Source: an optimization exercise on an open RTL-to-GDS flow (aim: a short achievable clock period and few clock cycles per item). Production flows keep margins and buffers that such runs may drop. In this exercise RTL edits were held to simulation tests only and were not proved equivalent to the original.

==> inputs of branch quartz <==
==> flow/design.v (excerpt) <==
module md5_block_fmt (
	input wire CLK,
	input wire rst,
	input wire mem_we,
	input wire [md5_fmt_pkg::MEM_AW-1:0] mem_addr,
	input wire [31:0] mem_wdata,
	input wire cmd_start,
	input wire cmd_op,
	input wire [md5_fmt_pkg::BYTE_AW-1:0] cmd_addr,
	input wire [md5_fmt_pkg::BYTE_AW-1:0] cmd_len,
	output logic busy,
	output logic blk_word_valid,
	output logic [31:0] blk_word,
	output logic [3:0] blk_word_idx,
	output logic blk_last,
	output logic err
);
clock: 6.0 ns
lec_check: 0
abc_clock_period_in_ps: 2500
cap_margin: 20
cell_pad_in_sites_detail_placement: 1
core_margin: 2
core_utilization: 42
cts_cluster_diameter: 100
cts_cluster_size: 24
place_density: 0.52
setup_slack_margin: 3.5
slew_margin: 20
synth_memory_max_bits: 16384
run.sh (not shown) runs the stock make flow with config.mk's settings and CLKGATE_MAP_FILE= SYNTH_SCRIPT=/design/flow/synth_recipe.tcl, a recipe that flattens the netlist after the stock synthesis.
==> inputs of branch yarrow, as changes to branch quartz <==
--- a/flow/design.v
+++ b/flow/design.v
@@ -1,15 +1,15 @@
 `default_nettype none
 package md5_fmt_pkg;
 	localparam int TOTAL_MSB = 15;
 	localparam int MEM_AW = 8;
 	localparam int BYTE_AW = MEM_AW + 2;
 	localparam int BLK_WORDS = 16;
-	localparam int QDEPTH = 5;
+	localparam int QDEPTH = 8;
 	localparam logic [1:0] SRC_P0 = 2'd0;    
 	localparam logic [1:0] SRC_P1 = 2'd1;    
 	localparam logic [1:0] SRC_HOLD = 2'd2;  
 	localparam logic [1:0] SRC_PAD = 2'd3;   
 endpackage
 `default_nettype wire
 `timescale 1ns/10ps
 `default_nettype none
@@ -135,18 +135,16 @@
 `default_nettype wire
 `timescale 1ns/10ps
 `default_nettype none
 module fmt_ctrl (
 	input wire CLK,
 	input wire rst,
 	input wire rst_i,
 	input wire c_v,
-	input wire c_bytes,
-	input wire c_fin,
 	input wire c_op,
 	input wire [md5_fmt_pkg::BYTE_AW-1:0] c_addr,
 	input wire [md5_fmt_pkg::BYTE_AW-1:0] c_len,
 	output logic busy,
 	output logic err_det,
 	output logic [31:0] p0_ba,
 	output logic [31:0] p1_ba,
 	output logic x_cmpl,
@@ -164,18 +162,18 @@
 	logic [1:0] p1_e;
 	logic [8:0] p1_nw;
 	logic [9:0] p1_ptr;
 	logic [md5_fmt_pkg::TOTAL_MSB:0] p1_tot;
 	logic is_bytes;
 	logic is_fin;
 	logic [10:0] span;
 	logic [8:0] pad_nw;
-	assign is_bytes = c_bytes;
-	assign is_fin = c_fin;
+	assign is_bytes = c_v && !c_op && c_len != '0;
+	assign is_fin = c_v && c_op;
 	assign span = 11'(tot[1:0]) + 11'(c_len) + 11'd3;
 	assign pad_nw = 9'd16 - 9'(tot[5:2]) + ((tot[5:3] == 3'b111) ? 9'd16 : 9'd0);
 	always_ff @(posedge CLK) begin
 		if (rst_i) begin
 			tot <= '0;
 			p1_v <= 1'b0;
 			err_det <= 1'b0;
 		end else begin
@@ -200,28 +198,33 @@
 		logic [1:0] s;
 		logic [1:0] e;
 		logic [8:0] nw;
 		logic single;
 		logic nw2;
 		logic nw3;
 		logic [1:0] rot;
 		logic [31:0] b0;
+		logic [31:0] b1;
 		logic [md5_fmt_pkg::TOTAL_MSB:0] tot;
 	} desc_t;
 	logic p2_v;
 	desc_t p2;
 	logic [7:0] hi0;
 	logic [7:0] hi1;
+	logic [7:0] hi2;
 	assign hi0 = p1_ptr[9:2];
 	assign hi1 = hi0 + 8'd1;
+	assign hi2 = hi0 + 8'd2;
 	logic [31:0] b0v;
+	logic [31:0] b1v;
 	always_comb begin
 		for (int j = 0; j < 4; j++) begin
 			b0v[j*8 +: 8] = (2'(j) < p1_ptr[1:0]) ? hi1 : hi0;
+			b1v[j*8 +: 8] = (2'(j) < p1_ptr[1:0]) ? hi2 : hi1;
 		end
 	end
 	always_ff @(posedge CLK) begin
 		if (rst_i)
 			p2_v <= 1'b0;
 		else
 			p2_v <= p1_v;
 	end
@@ -230,19 +233,20 @@
 		p2.s <= p1_s;
 		p2.e <= p1_e;
 		p2.nw <= p1_nw;
 		p2.single <= p1_nw == 9'd1;
 		p2.nw2 <= p1_nw == 9'd2;
 		p2.nw3 <= p1_nw == 9'd3;
 		p2.rot <= p1_ptr[1:0];
 		p2.b0 <= b0v;
+		p2.b1 <= b1v;
 		p2.tot <= p1_tot;
 	end
-	localparam int DW = 67;  
+	localparam int DW = 99;  
 	logic [D*DW-1:0] q;
 	logic [D-1:0] qv;
 	logic pop;
 	always_ff @(posedge CLK) begin
 		if (rst_i)
 			qv <= '0;
 		else if (pop && !p2_v)
 			qv <= {1'b0, qv[D-1:1]};
@@ -355,18 +359,17 @@
 			c_last <= c_nw == 9'd2;
 			c_len2 <= c_nw == 9'd3;
 			for (int j = 0; j < 4; j++)
 				c_ba[j*8 +: 8] <= c_ba[j*8 +: 8] + 8'd1;
 		end else if (load) begin
 			c_nw <= n.nw - 9'd1;
 			c_last <= n.nw2;
 			c_len2 <= n.nw3;
-			for (int j = 0; j < 4; j++)
-				c_ba[j*8 +: 8] <= n.b0[j*8 +: 8] + 8'd1;
+			c_ba <= n.b1;
 			c_e <= n.e;
 			c_rot <= n.rot;
 			c_pad <= n.pad;
 			c_tot <= n.tot;
 		end
 	end
 	assign p0_ba = c_ba;
 	assign p1_ba = n.b0;
@@ -431,44 +434,38 @@
 	output logic blk_word_valid,
 	output logic [31:0] blk_word,
 	output logic [3:0] blk_word_idx,
 	output logic blk_last,
 	output logic err
 );
 	logic rst_i;
 	logic c_v;
-	logic c_bytes;
-	logic c_fin;
 	logic c_op;
 	logic [md5_fmt_pkg::BYTE_AW-1:0] c_addr;
 	logic [md5_fmt_pkg::BYTE_AW-1:0] c_len;
 	logic err_det;
-	assign c_v = c_bytes || c_fin;
 	logic [31:0] p0_ba;
 	logic [31:0] p1_ba;
 	logic [31:0] rd0;
 	logic [31:0] rd1;
 	logic x_cmpl;
 	logic x_hwe;
 	logic [7:0] x_src;
 	logic [1:0] x_rot0;
 	logic [1:0] x_rot1;
 	logic [31:0] x_padv;
 	logic word_valid;
 	logic [31:0] word_out;
 	always_ff @(posedge CLK) begin
 		rst_i <= rst;
-		if (rst) begin
-			c_bytes <= 1'b0;
-			c_fin <= 1'b0;
-		end else begin
-			c_bytes <= cmd_start && !busy && !cmd_op && cmd_len != '0;
-			c_fin <= cmd_start && !busy && cmd_op;
-		end
+		if (rst)
+			c_v <= 1'b0;
+		else
+			c_v <= cmd_start && !busy;
 		c_op <= cmd_op;
 		c_addr <= cmd_addr;
 		c_len <= cmd_len;
 		if (rst || rst_i)
 			err <= 1'b0;
 		else if (err_det)
 			err <= 1'b1;
 	end
@@ -482,18 +479,16 @@
 		.rd0(rd0),
 		.rd1(rd1)
 	);
 	fmt_ctrl u_ctrl (
 		.CLK(CLK),
 		.rst(rst),
 		.rst_i(rst_i),
 		.c_v(c_v),
-		.c_bytes(c_bytes),
-		.c_fin(c_fin),
 		.c_op(c_op),
 		.c_addr(c_addr),
 		.c_len(c_len),
 		.busy(busy),
 		.err_det(err_det),
 		.p0_ba(p0_ba),
 		.p1_ba(p1_ba),
 		.x_cmpl(x_cmpl),
CORE_UTILIZATION = 28   (was 42)
CTS_CLUSTER_DIAMETER = default   (was 100)
CTS_CLUSTER_SIZE = default   (was 24)
PLACE_DENSITY = 0.38   (was 0.52)
==> inputs of branch zinc, as changes to branch quartz <==
--- a/flow/design.v
+++ b/flow/design.v
@@ -1,15 +1,15 @@
 `default_nettype none
 package md5_fmt_pkg;
 	localparam int TOTAL_MSB = 15;
 	localparam int MEM_AW = 8;
 	localparam int BYTE_AW = MEM_AW + 2;
 	localparam int BLK_WORDS = 16;
-	localparam int QDEPTH = 5;
+	localparam int QDEPTH = 8;
 	localparam logic [1:0] SRC_P0 = 2'd0;    
 	localparam logic [1:0] SRC_P1 = 2'd1;    
 	localparam logic [1:0] SRC_HOLD = 2'd2;  
 	localparam logic [1:0] SRC_PAD = 2'd3;   
 endpackage
 `default_nettype wire
 `timescale 1ns/10ps
 `default_nettype none
@@ -135,18 +135,16 @@
 `default_nettype wire
 `timescale 1ns/10ps
 `default_nettype none
 module fmt_ctrl (
 	input wire CLK,
 	input wire rst,
 	input wire rst_i,
 	input wire c_v,
-	input wire c_bytes,
-	input wire c_fin,
 	input wire c_op,
 	input wire [md5_fmt_pkg::BYTE_AW-1:0] c_addr,
 	input wire [md5_fmt_pkg::BYTE_AW-1:0] c_len,
 	output logic busy,
 	output logic err_det,
 	output logic [31:0] p0_ba,
 	output logic [31:0] p1_ba,
 	output logic x_cmpl,
@@ -164,18 +162,18 @@
 	logic [1:0] p1_e;
 	logic [8:0] p1_nw;
 	logic [9:0] p1_ptr;
 	logic [md5_fmt_pkg::TOTAL_MSB:0] p1_tot;
 	logic is_bytes;
 	logic is_fin;
 	logic [10:0] span;
 	logic [8:0] pad_nw;
-	assign is_bytes = c_bytes;
-	assign is_fin = c_fin;
+	assign is_bytes = c_v && !c_op && c_len != '0;
+	assign is_fin = c_v && c_op;
 	assign span = 11'(tot[1:0]) + 11'(c_len) + 11'd3;
 	assign pad_nw = 9'd16 - 9'(tot[5:2]) + ((tot[5:3] == 3'b111) ? 9'd16 : 9'd0);
 	always_ff @(posedge CLK) begin
 		if (rst_i) begin
 			tot <= '0;
 			p1_v <= 1'b0;
 			err_det <= 1'b0;
 		end else begin
@@ -200,28 +198,33 @@
 		logic [1:0] s;
 		logic [1:0] e;
 		logic [8:0] nw;
 		logic single;
 		logic nw2;
 		logic nw3;
 		logic [1:0] rot;
 		logic [31:0] b0;
+		logic [31:0] b1;
 		logic [md5_fmt_pkg::TOTAL_MSB:0] tot;
 	} desc_t;
 	logic p2_v;
 	desc_t p2;
 	logic [7:0] hi0;
 	logic [7:0] hi1;
+	logic [7:0] hi2;
 	assign hi0 = p1_ptr[9:2];
 	assign hi1 = hi0 + 8'd1;
+	assign hi2 = hi0 + 8'd2;
 	logic [31:0] b0v;
+	logic [31:0] b1v;
 	always_comb begin
 		for (int j = 0; j < 4; j++) begin
 			b0v[j*8 +: 8] = (2'(j) < p1_ptr[1:0]) ? hi1 : hi0;
+			b1v[j*8 +: 8] = (2'(j) < p1_ptr[1:0]) ? hi2 : hi1;
 		end
 	end
 	always_ff @(posedge CLK) begin
 		if (rst_i)
 			p2_v <= 1'b0;
 		else
 			p2_v <= p1_v;
 	end
@@ -230,19 +233,20 @@
 		p2.s <= p1_s;
 		p2.e <= p1_e;
 		p2.nw <= p1_nw;
 		p2.single <= p1_nw == 9'd1;
 		p2.nw2 <= p1_nw == 9'd2;
 		p2.nw3 <= p1_nw == 9'd3;
 		p2.rot <= p1_ptr[1:0];
 		p2.b0 <= b0v;
+		p2.b1 <= b1v;
 		p2.tot <= p1_tot;
 	end
-	localparam int DW = 67;  
+	localparam int DW = 99;  
 	logic [D*DW-1:0] q;
 	logic [D-1:0] qv;
 	logic pop;
 	always_ff @(posedge CLK) begin
 		if (rst_i)
 			qv <= '0;
 		else if (pop && !p2_v)
 			qv <= {1'b0, qv[D-1:1]};
@@ -355,18 +359,17 @@
 			c_last <= c_nw == 9'd2;
 			c_len2 <= c_nw == 9'd3;
 			for (int j = 0; j < 4; j++)
 				c_ba[j*8 +: 8] <= c_ba[j*8 +: 8] + 8'd1;
 		end else if (load) begin
 			c_nw <= n.nw - 9'd1;
 			c_last <= n.nw2;
 			c_len2 <= n.nw3;
-			for (int j = 0; j < 4; j++)
-				c_ba[j*8 +: 8] <= n.b0[j*8 +: 8] + 8'd1;
+			c_ba <= n.b1;
 			c_e <= n.e;
 			c_rot <= n.rot;
 			c_pad <= n.pad;
 			c_tot <= n.tot;
 		end
 	end
 	assign p0_ba = c_ba;
 	assign p1_ba = n.b0;
@@ -431,44 +434,38 @@
 	output logic blk_word_valid,
 	output logic [31:0] blk_word,
 	output logic [3:0] blk_word_idx,
 	output logic blk_last,
 	output logic err
 );
 	logic rst_i;
 	logic c_v;
-	logic c_bytes;
-	logic c_fin;
 	logic c_op;
 	logic [md5_fmt_pkg::BYTE_AW-1:0] c_addr;
 	logic [md5_fmt_pkg::BYTE_AW-1:0] c_len;
 	logic err_det;
-	assign c_v = c_bytes || c_fin;
 	logic [31:0] p0_ba;
 	logic [31:0] p1_ba;
 	logic [31:0] rd0;
 	logic [31:0] rd1;
 	logic x_cmpl;
 	logic x_hwe;
 	logic [7:0] x_src;
 	logic [1:0] x_rot0;
 	logic [1:0] x_rot1;
 	logic [31:0] x_padv;
 	logic word_valid;
 	logic [31:0] word_out;
 	always_ff @(posedge CLK) begin
 		rst_i <= rst;
-		if (rst) begin
-			c_bytes <= 1'b0;
-			c_fin <= 1'b0;
-		end else begin
-			c_bytes <= cmd_start && !busy && !cmd_op && cmd_len != '0;
-			c_fin <= cmd_start && !busy && cmd_op;
-		end
+		if (rst)
+			c_v <= 1'b0;
+		else
+			c_v <= cmd_start && !busy;
 		c_op <= cmd_op;
 		c_addr <= cmd_addr;
 		c_len <= cmd_len;
 		if (rst || rst_i)
 			err <= 1'b0;
 		else if (err_det)
 			err <= 1'b1;
 	end
@@ -482,18 +479,16 @@
 		.rd0(rd0),
 		.rd1(rd1)
 	);
 	fmt_ctrl u_ctrl (
 		.CLK(CLK),
 		.rst(rst),
 		.rst_i(rst_i),
 		.c_v(c_v),
-		.c_bytes(c_bytes),
-		.c_fin(c_fin),
 		.c_op(c_op),
 		.c_addr(c_addr),
 		.c_len(c_len),
 		.busy(busy),
 		.err_det(err_det),
 		.p0_ba(p0_ba),
 		.p1_ba(p1_ba),
 		.x_cmpl(x_cmpl),
CORE_UTILIZATION = 34   (was 42)
PLACE_DENSITY = 0.44   (was 0.52)
==> flow_summary.toml <==
[run_status]
run_status = "complete, no violations"

[logic_synthesis]
synth_edf_count = 9064
synth_xor_area_frac = 0.00180

[routing]
met3_length_mm = 150
wl_per_cell_um = 47.6
via_per_inst = 6.13
[end of results for branch zinc]
==> flow_summary.toml <==
[logic_synthesis]
synth_xor_area_frac = 0.00160
synth_edf_count = 8613

[run_status]
run_status = "complete, no violations"

[routing]
via_per_inst = 6.77
[end of results for branch quartz]
==> flow_summary.toml <==
[run_status]
run_status = "complete, no violations"

[routing]
met3_length_mm = 152
wl_per_cell_um = 45.9

[worst_setup_path]
critPathLaunch = "u_collect.blk_word[16]"

[layout]
nonClkBufAreaFrac = 0.0655

[grt]
grt_pass1_vias = 249750
[end of results for branch yarrow]
Testbench counts of branch quartz, summed over its fixed seeds: cycles 14,441, words 14,352.
Testbench counts of branch yarrow, summed over its fixed seeds: cycles 14,441, words 14,352.
Testbench counts of branch zinc, summed over its fixed seeds: cycles 14,441, words 14,352.

static timing again, ports no longer ideal:
In the flow no input, the clock included, has a driving cell. The finished layouts below were timed again as built, in two steps. Step 1 assumes that a clkbuf_16 drives the clock port and a buf_2 every other input. Step 2 adds t to the input delays and takes it off the output delays; t is the mean of the earliest and latest rising clock arrival at the registers after step 1. Input paths then give back, and output paths get back, about the clock's delay inside the block. Three values: ideal, step 1, step 2; two values: the first two.
run | t, ns | setup slack, ns | latest minus earliest clock arrival (ns) | worst register clock-pin slew, ns | worst slew at a driven data input, ns
branch quartz | 1.329 | 3.113 / 2.943 / 3.337 | 0.085 / 0.085 | 0.11 / 0.11 | 0.29
branch yarrow | 1.492 | 2.947 / 2.756 / 3.217 | 0.114 / 0.114 | 0.07 / 0.07 | 0.14
branch zinc | 1.361 | 3.057 / 2.939 / 3.057 | 0.084 / 0.084 | 0.11 / 0.11 | 0.10
After both steps every run listed still meets setup and hold.
